From an optimization exercise on the open Yosys and OpenROAD flow, aimed at small area; shortcuts taken in it are not production practice. Only simulation tests tie the RTL to the original design; equivalence was not proved.

==> run a <==
Design decode_stage, start of the top module:
module decode_stage #(
   parameter int NREG = 32,
   parameter int XLEN = 32
) (
   input  logic            clk,
   input  logic            rst_n,
   input  logic            if_valid,
   input  logic [31:0]     if_instr,
   output logic            if_ready,
   input  logic            wb_en,
   input  logic [4:0]      wb_addr,
   input  logic [XLEN-1:0] wb_data,
   output logic            ex_valid,
   input  logic            ex_ready,
   output logic [5:0]      ex_opcode,
   output logic [5:0]      ex_func,
   output logic [XLEN-1:0] ex_opr1,
   output logic [XLEN-1:0] ex_opr2,
   output logic [4:0]      ex_rd,
   output logic            ex_illegal
);
   logic [5:0]  opcode;
   logic [4:0]  rs, rt, rd_f;
   logic [5:0]  func_f;
   logic [15:0] imm;
   assign opcode = if_instr[31:26];
   assign rs     = if_instr[25:21];
   assign rt     = if_instr[20:16];
   assign rd_f   = if_instr[15:11];
   assign imm    = if_instr[15:0];
   assign func_f = if_instr[5:0];
   logic [XLEN-1:0] regs_q [1:NREG-1];
   logic [NREG-1:0] vld_q;
   logic [NREG-1:0] pend_q, pend_d;
   logic            ex_valid_q;
   logic [5:0]      ex_opcode_q;
  ...
==> module decode_stage, before the edit <==
module decode_stage #(
   parameter int NREG = 32,
   parameter int XLEN = 32
) (
   input  logic            clk,
   input  logic            rst_n,
   input  logic            if_valid,
   input  logic [31:0]     if_instr,
   output logic            if_ready,
   input  logic            wb_en,
   input  logic [4:0]      wb_addr,
   input  logic [XLEN-1:0] wb_data,
   output logic            ex_valid,
   input  logic            ex_ready,
   output logic [5:0]      ex_opcode,
   output logic [5:0]      ex_func,
   output logic [XLEN-1:0] ex_opr1,
   output logic [XLEN-1:0] ex_opr2,
   output logic [4:0]      ex_rd,
   output logic            ex_illegal
);
   logic [5:0]  opcode;
   logic [4:0]  rs, rt, rd_f;
   logic [5:0]  func_f;
   logic [15:0] imm;
   assign opcode = if_instr[31:26];
   assign rs     = if_instr[25:21];
   assign rt     = if_instr[20:16];
   assign rd_f   = if_instr[15:11];
   assign imm    = if_instr[15:0];
   assign func_f = if_instr[5:0];
   logic [XLEN-1:0] regs_q [1:NREG-1];
   logic [NREG-1:0] vld_q;
   logic [NREG-1:0] pend_q, pend_d;
   logic            ex_valid_q;
   logic [5:0]      ex_opcode_q;
   logic [5:0]      ex_func_q;
   logic [XLEN-1:0] ex_opr1_q;
   logic [XLEN-1:0] ex_opr2_q;
   logic [4:0]      ex_rd_q;
   logic            is_r, legal, is_zx;
   logic [4:0]      dest;
   logic [NREG-1:0] we, busy, rs_oh, rt_oh, dest_oh, sel1, sel2;
   logic            byp1, byp2, hazard;
   logic [XLEN-1:0] opr1, opr2, imm_ext;
   logic            out_free, dispatch;
   assign we[0]      = 1'b0;
   assign dest_oh[0] = 1'b0;
   assign rs_oh[0]   = (rs == 5'd0);
   assign rt_oh[0]   = (rt == 5'd0);
   for (genvar gi = 1; gi < NREG; gi++) begin : g_dec
      assign we[gi]      = wb_en && (wb_addr == gi);
      assign rs_oh[gi]   = (rs == gi);
      assign rt_oh[gi]   = (rt == gi);
      assign dest_oh[gi] = (dest == gi);
   end
   assign busy = pend_q & ~we;
   always_comb begin
      is_r  = (opcode == 6'd0);
      legal = (opcode <= 6'd4);
      is_zx = (opcode == 6'd4);
      dest  = is_r ? rd_f : (legal ? rt : 5'd0);
      hazard = (legal && |(busy & rs_oh)) || (is_r && |(busy & rt_oh)) ||
               |(busy & dest_oh);
      byp1 = legal && |(we & rs_oh);
      byp2 = is_r  && |(we & rt_oh);
      sel1 = (legal ? rs_oh : '0) & vld_q & ~we;
      sel2 = (is_r  ? rt_oh : '0) & vld_q & ~we;
      imm_ext = {{(XLEN-16){imm[15] && !is_zx}}, imm};
      opr1 = byp1 ? wb_data : '0;
      opr2 = byp2 ? wb_data : '0;
      if (legal && !is_r)
         opr2 = imm_ext;
      for (int i = 1; i < NREG; i++) begin
         opr1 = opr1 | (sel1[i] ? regs_q[i] : '0);
         opr2 = opr2 | (sel2[i] ? regs_q[i] : '0);
      end
      out_free = !ex_valid_q || ex_ready;
      if_ready = out_free && !hazard;
      dispatch = if_valid && if_ready;
   end
   assign pend_d = (pend_q & ~we) | (dispatch ? dest_oh : '0);
   for (genvar gi = 1; gi < NREG; gi++) begin : g_rf
      always_ff @(posedge clk) begin
         if (we[gi])
            regs_q[gi] <= wb_data;
      end
   end
   always_ff @(posedge clk or negedge rst_n) begin
      if (!rst_n) begin
         vld_q  <= '0;
         pend_q <= '0;
      end else begin
         vld_q  <= vld_q | we;
         pend_q <= pend_d;
      end
   end
   always_ff @(posedge clk or negedge rst_n) begin
      if (!rst_n)
         ex_valid_q <= 1'b0;
      else if (out_free)
         ex_valid_q <= dispatch;
   end
   always_ff @(posedge clk) begin
      if (out_free) begin
         ex_opcode_q <= opcode;
         ex_func_q   <= is_r ? func_f : 6'd0;
         ex_opr1_q   <= opr1;
         ex_opr2_q   <= opr2;
         ex_rd_q     <= dest;
      end
   end
   assign ex_valid   = ex_valid_q;
   assign ex_opcode  = ex_opcode_q;
   assign ex_func    = ex_func_q;
   assign ex_opr1    = ex_opr1_q;
   assign ex_opr2    = ex_opr2_q;
   assign ex_rd      = ex_rd_q;
   assign ex_illegal = (ex_opcode_q > 6'd4);
endmodule
==> flow/config.mk <==
export PLATFORM = sky130hd
export DESIGN_NAME = decode_stage
export DESIGN_NICKNAME = decode_stage
export VERILOG_FILES = /design/flow/design.v
export SDC_FILE = /design/flow/constraint.sdc
export NUM_CORES = 4
export LEC_CHECK = 0
export CAP_MARGIN = 20
export CORE_MARGIN = 2
export CORE_UTILIZATION = 40
export SLEW_MARGIN = 20
==> flow/constraint.sdc <==
create_clock -name core_clock -period 5.0 [get_ports {clk}]
set_input_delay 1.0000 -clock core_clock [delete_from_list [all_inputs] [get_ports {clk}]]
set_output_delay 1.0000 -clock core_clock [all_outputs]
set_load 0.01 [all_outputs]
run.sh (not shown) runs the stock make flow with config.mk's settings and CLKGATE_MAP_FILE= SYNTH_SCRIPT=/design/flow/synth_recipe.tcl, a recipe that flattens the netlist after the stock synthesis.
==> inputs of run b, as changes to run a <==
--- a/flow/design.v
+++ b/flow/design.v
@@ -30,19 +30,20 @@
    assign imm    = if_instr[15:0];
    assign func_f = if_instr[5:0];
    logic [XLEN-1:0] regs_q [1:NREG-1];
+   logic [XLEN-1:0] regs_d [1:NREG-1];
    logic [NREG-1:0] vld_q;
    logic [NREG-1:0] pend_q, pend_d;
    logic            ex_valid_q;
    logic [5:0]      ex_opcode_q;
    logic [5:0]      ex_func_q;
-   logic [XLEN-1:0] ex_opr1_q;
-   logic [XLEN-1:0] ex_opr2_q;
+   logic [XLEN-1:0] ex_opr1_q, ex_opr1_d;
+   logic [XLEN-1:0] ex_opr2_q, ex_opr2_d;
    logic [4:0]      ex_rd_q;
-   logic            is_r, legal, is_zx;
+   logic            is_r, legal, is_i, is_sx;
    logic [4:0]      dest;
-   logic [NREG-1:0] we, busy, rs_oh, rt_oh, dest_oh, sel1, sel2;
-   logic            byp1, byp2, hazard;
-   logic [XLEN-1:0] opr1, opr2, imm_ext;
+   logic [NREG-1:0] we, nwe, rs_oh, rt_oh, dest_oh, sel1, sel2;
+   logic            busy_rs, busy_rt, busy_rd, hazard;
+   logic            byp1, byp2, imm_sel, sx_sel, hold;
    logic            out_free, dispatch;
    assign we[0]      = 1'b0;
    assign dest_oh[0] = 1'b0;
@@ -54,37 +55,60 @@
       assign rt_oh[gi]   = (rt == gi);
       assign dest_oh[gi] = (dest == gi);
    end
-   assign busy = pend_q & ~we;
+   assign nwe = ~we;
    always_comb begin
       is_r  = (opcode == 6'd0);
       legal = (opcode <= 6'd4);
-      is_zx = (opcode == 6'd4);
+      is_i  = legal && !is_r;
+      is_sx = is_i && (opcode != 6'd4);
       dest  = is_r ? rd_f : (legal ? rt : 5'd0);
-      hazard = (legal && |(busy & rs_oh)) || (is_r && |(busy & rt_oh)) ||
-               |(busy & dest_oh);
-      byp1 = legal && |(we & rs_oh);
-      byp2 = is_r  && |(we & rt_oh);
-      sel1 = (legal ? rs_oh : '0) & vld_q & ~we;
-      sel2 = (is_r  ? rt_oh : '0) & vld_q & ~we;
-      imm_ext = {{(XLEN-16){imm[15] && !is_zx}}, imm};
-      opr1 = byp1 ? wb_data : '0;
-      opr2 = byp2 ? wb_data : '0;
-      if (legal && !is_r)
-         opr2 = imm_ext;
-      for (int i = 1; i < NREG; i++) begin
-         opr1 = opr1 | (sel1[i] ? regs_q[i] : '0);
-         opr2 = opr2 | (sel2[i] ? regs_q[i] : '0);
-      end
+      busy_rs = pend_q[rs]   && !(wb_en && (wb_addr == rs));
+      busy_rt = pend_q[rt]   && !(wb_en && (wb_addr == rt));
+      busy_rd = pend_q[rd_f] && !(wb_en && (wb_addr == rd_f));
+      hazard  = (legal && (busy_rs || busy_rt)) || (is_r && busy_rd);
       out_free = !ex_valid_q || ex_ready;
       if_ready = out_free && !hazard;
       dispatch = if_valid && if_ready;
+      hold    = !out_free;
+      byp1    = out_free && legal && |(we & rs_oh);
+      byp2    = out_free && is_r  && |(we & rt_oh);
+      imm_sel = out_free && is_i;
+      sx_sel  = out_free && is_sx;
+      sel1    = (out_free && legal ? rs_oh : '0) & vld_q & nwe;
+      sel2    = (out_free && is_r  ? rt_oh : '0) & vld_q & nwe;
    end
-   assign pend_d = (pend_q & ~we) | (dispatch ? dest_oh : '0);
+   for (genvar b = 0; b < XLEN; b++) begin : g_rd
+      logic [32:0] s1, d1, s2, d2;
+      for (genvar gi = 1; gi < NREG; gi++) begin : g_e
+         assign s1[gi-1] = sel1[gi];
+         assign d1[gi-1] = regs_q[gi][b];
+         assign s2[gi-1] = sel2[gi];
+         assign d2[gi-1] = regs_q[gi][b];
+      end
+      assign s1[31] = byp1;  assign d1[31] = wb_data[b];
+      assign s1[32] = hold;  assign d1[32] = ex_opr1_q[b];
+      assign s2[31] = byp2;  assign d2[31] = wb_data[b];
+      assign s2[32] = hold;  assign d2[32] = ex_opr2_q[b];
+      ds_aor33 u_rd1 (.s(s1), .d(d1), .x(1'b0), .y(ex_opr1_d[b]));
+      logic x2;
+      if (b < 16) begin : g_lo
+         assign x2 = imm_sel && imm[b];
+      end else begin : g_hi
+         assign x2 = sx_sel && imm[15];
+      end
+      ds_aor33 u_rd2 (.s(s2), .d(d2), .x(x2), .y(ex_opr2_d[b]));
+   end
+   always_comb begin
+      pend_d    = (pend_q & ~we) | (dispatch ? dest_oh : '0);
+      pend_d[0] = 1'b0;
+   end
    for (genvar gi = 1; gi < NREG; gi++) begin : g_rf
-      always_ff @(posedge clk) begin
-         if (we[gi])
-            regs_q[gi] <= wb_data;
+      for (genvar b = 0; b < XLEN; b++) begin : g_b
+         ds_ao22 u_w (.a0(we[gi]), .b0(wb_data[b]), .a1(nwe[gi]), .b1(regs_q[gi][b]),
+                      .y(regs_d[gi][b]));
       end
+      always_ff @(posedge clk)
+         regs_q[gi] <= regs_d[gi];
    end
    always_ff @(posedge clk or negedge rst_n) begin
       if (!rst_n) begin
@@ -102,11 +126,13 @@
          ex_valid_q <= dispatch;
    end
    always_ff @(posedge clk) begin
+      ex_opr1_q <= ex_opr1_d;
+      ex_opr2_q <= ex_opr2_d;
+   end
+   always_ff @(posedge clk) begin
       if (out_free) begin
          ex_opcode_q <= opcode;
          ex_func_q   <= is_r ? func_f : 6'd0;
-         ex_opr1_q   <= opr1;
-         ex_opr2_q   <= opr2;
          ex_rd_q     <= dest;
       end
    end
@@ -118,3 +144,51 @@
    assign ex_rd      = ex_rd_q;
    assign ex_illegal = (ex_opcode_q > 6'd4);
 endmodule
+module ds_aor33 (
+   input  logic [32:0] s,
+   input  logic [32:0] d,
+   input  logic        x,
+   output logic        y
+);
+   logic [10:0] n;
+   logic [3:0]  t;
+   for (genvar k = 0; k < 11; k++) begin : g_k
+      ds_aoi222 u_a (.a0(s[3*k]), .b0(d[3*k]), .a1(s[3*k+1]), .b1(d[3*k+1]),
+                     .a2(s[3*k+2]), .b2(d[3*k+2]), .y(n[k]));
+   end
+   ds_nand4 u_n0 (.a(n[0]), .b(n[1]), .c(n[2]),  .d(n[3]), .y(t[0]));
+   ds_nand4 u_n1 (.a(n[4]), .b(n[5]), .c(n[6]),  .d(n[7]), .y(t[1]));
+   ds_nand3 u_n2 (.a(n[8]), .b(n[9]), .c(n[10]),           .y(t[2]));
+   assign t[3] = x;
+   ds_or4 u_o (.a(t[0]), .b(t[1]), .c(t[2]), .d(t[3]), .y(y));
+endmodule
+module ds_aoi222 (
+   input  logic a0, b0, a1, b1, a2, b2,
+   output logic y
+);
+   assign y = ~((a0 & b0) | (a1 & b1) | (a2 & b2));
+endmodule
+module ds_ao22 (
+   input  logic a0, b0, a1, b1,
+   output logic y
+);
+   assign y = (a0 & b0) | (a1 & b1);
+endmodule
+module ds_nand4 (
+   input  logic a, b, c, d,
+   output logic y
+);
+   assign y = ~(a & b & c & d);
+endmodule
+module ds_nand3 (
+   input  logic a, b, c,
+   output logic y
+);
+   assign y = ~(a & b & c);
+endmodule
+module ds_or4 (
+   input  logic a, b, c, d,
+   output logic y
+);
+   assign y = a | b | c | d;
+endmodule
==> flow/flow/run.sh (new file) <==
#!/bin/bash
# Own layout flow: the standard ORFS flow (standard.sh: unchanged synthesis,
# floorplan, power grid, placement, CTS and routing) with two changes:
# - the buffer placed on every input and output port is sky130_fd_sc_hd__buf_2
#   instead of the default delay-cell buffer;
# - CTS clusters up to 40 sinks within 60 um per leaf buffer and inserts no
#   dummy loads (clock skew balancing otherwise as the standard flow does).
# make's full output goes to flow_make.log in the work folder; each ORFS step
# also keeps its own log under orfs/logs/.
set -euo pipefail
bash standard.sh \
   "BUFFER_PORTS_ARGS=-buffer_cell sky130_fd_sc_hd__buf_2" \
   "CTS_ARGS=-sink_clustering_enable -repair_clock_nets -dont_use_dummy_load -sink_clustering_size 40 -sink_clustering_max_diameter 60" \
   finish > flow_make.log 2>&1
==> flow/standard.sh (new file) <==
#!/bin/bash
# synth_recipe.tcl (not shown) runs the flow's synth.tcl, then flattens the netlist and writes it again
# the make line also repeats each setting of config.mk as NAME=value (left out here)
make -C /OpenROAD-flow-scripts/flow DESIGN_CONFIG=/design/flow/config.mk WORK_HOME=/design/flow/orfs CLKGATE_MAP_FILE= SYNTH_SCRIPT=/design/flow/synth_recipe.tcl "${@:-finish}"
--- a/flow/config.mk
+++ b/flow/config.mk
@@ -7,5 +7,7 @@
 export LEC_CHECK = 0
 export CAP_MARGIN = 20
 export CORE_MARGIN = 2
-export CORE_UTILIZATION = 40
+export CORE_UTILIZATION = 50
 export SLEW_MARGIN = 20
+export SYNTH_HIERARCHICAL = 1
+export SYNTH_MINIMUM_KEEP_SIZE = 0
removed: flow/run.sh
==> impl_metrics.env <==
export IMPL_pwr_share_comb=0.106
export IMPL_multi_input_area_um2=21330
export IMPL_max_vdd_ir_drop_uv=412.3
export IMPL_nNetsFinal=4197
export IMPL_outcome="timing/DRC/antenna clean"
export IMPL_globalplace_congestion=1.002
(the above is from run b)
==> impl_metrics.env <==
export IMPL_outcome="timing/DRC/antenna clean"
export IMPL_drc=0
export IMPL_multi_input_area_share=0.2416
export IMPL_pwr_share_comb=0.057
export IMPL_multi_input_area_um2=14650
export IMPL_max_vdd_ir_drop_uv=301.6
export IMPL_utilization=0.4988
export IMPL_worstSetupStartpoint="if_instr[18]"
(the above is from run a)

[what the ideal ports hide]
How much do the figures lean on ideal ports? The routed layouts below were timed once more, with nothing changed but the port constraints.
Step 1 assumes that a clkbuf_16 drives the clock port and a buf_2 every other input.
Step 2, shift: input delay + t, output delay - t, t = (earliest + latest rising clock arrival at the registers) / 2. This alone moves slack from input paths to output paths.
Three values: no drivers, after step 1, after step 2; two values: the first two.
| run | t (ns) | setup slack, ns | clock arrival spread, ns |
|---|---|---|---|
| run a | 0.841 | 0.109 / 0.087 / -0.239 | 0.056 / 0.056 |
| run b | 0.740 | 0.697 / 0.673 / 0.326 | 0.069 / 0.069 |
With both steps, setup timing fails in run a, where it was met with ideal ports. The setup slack of run b, which loses most, moves by -0.024 ns with the drivers and by -0.371 ns with both steps.
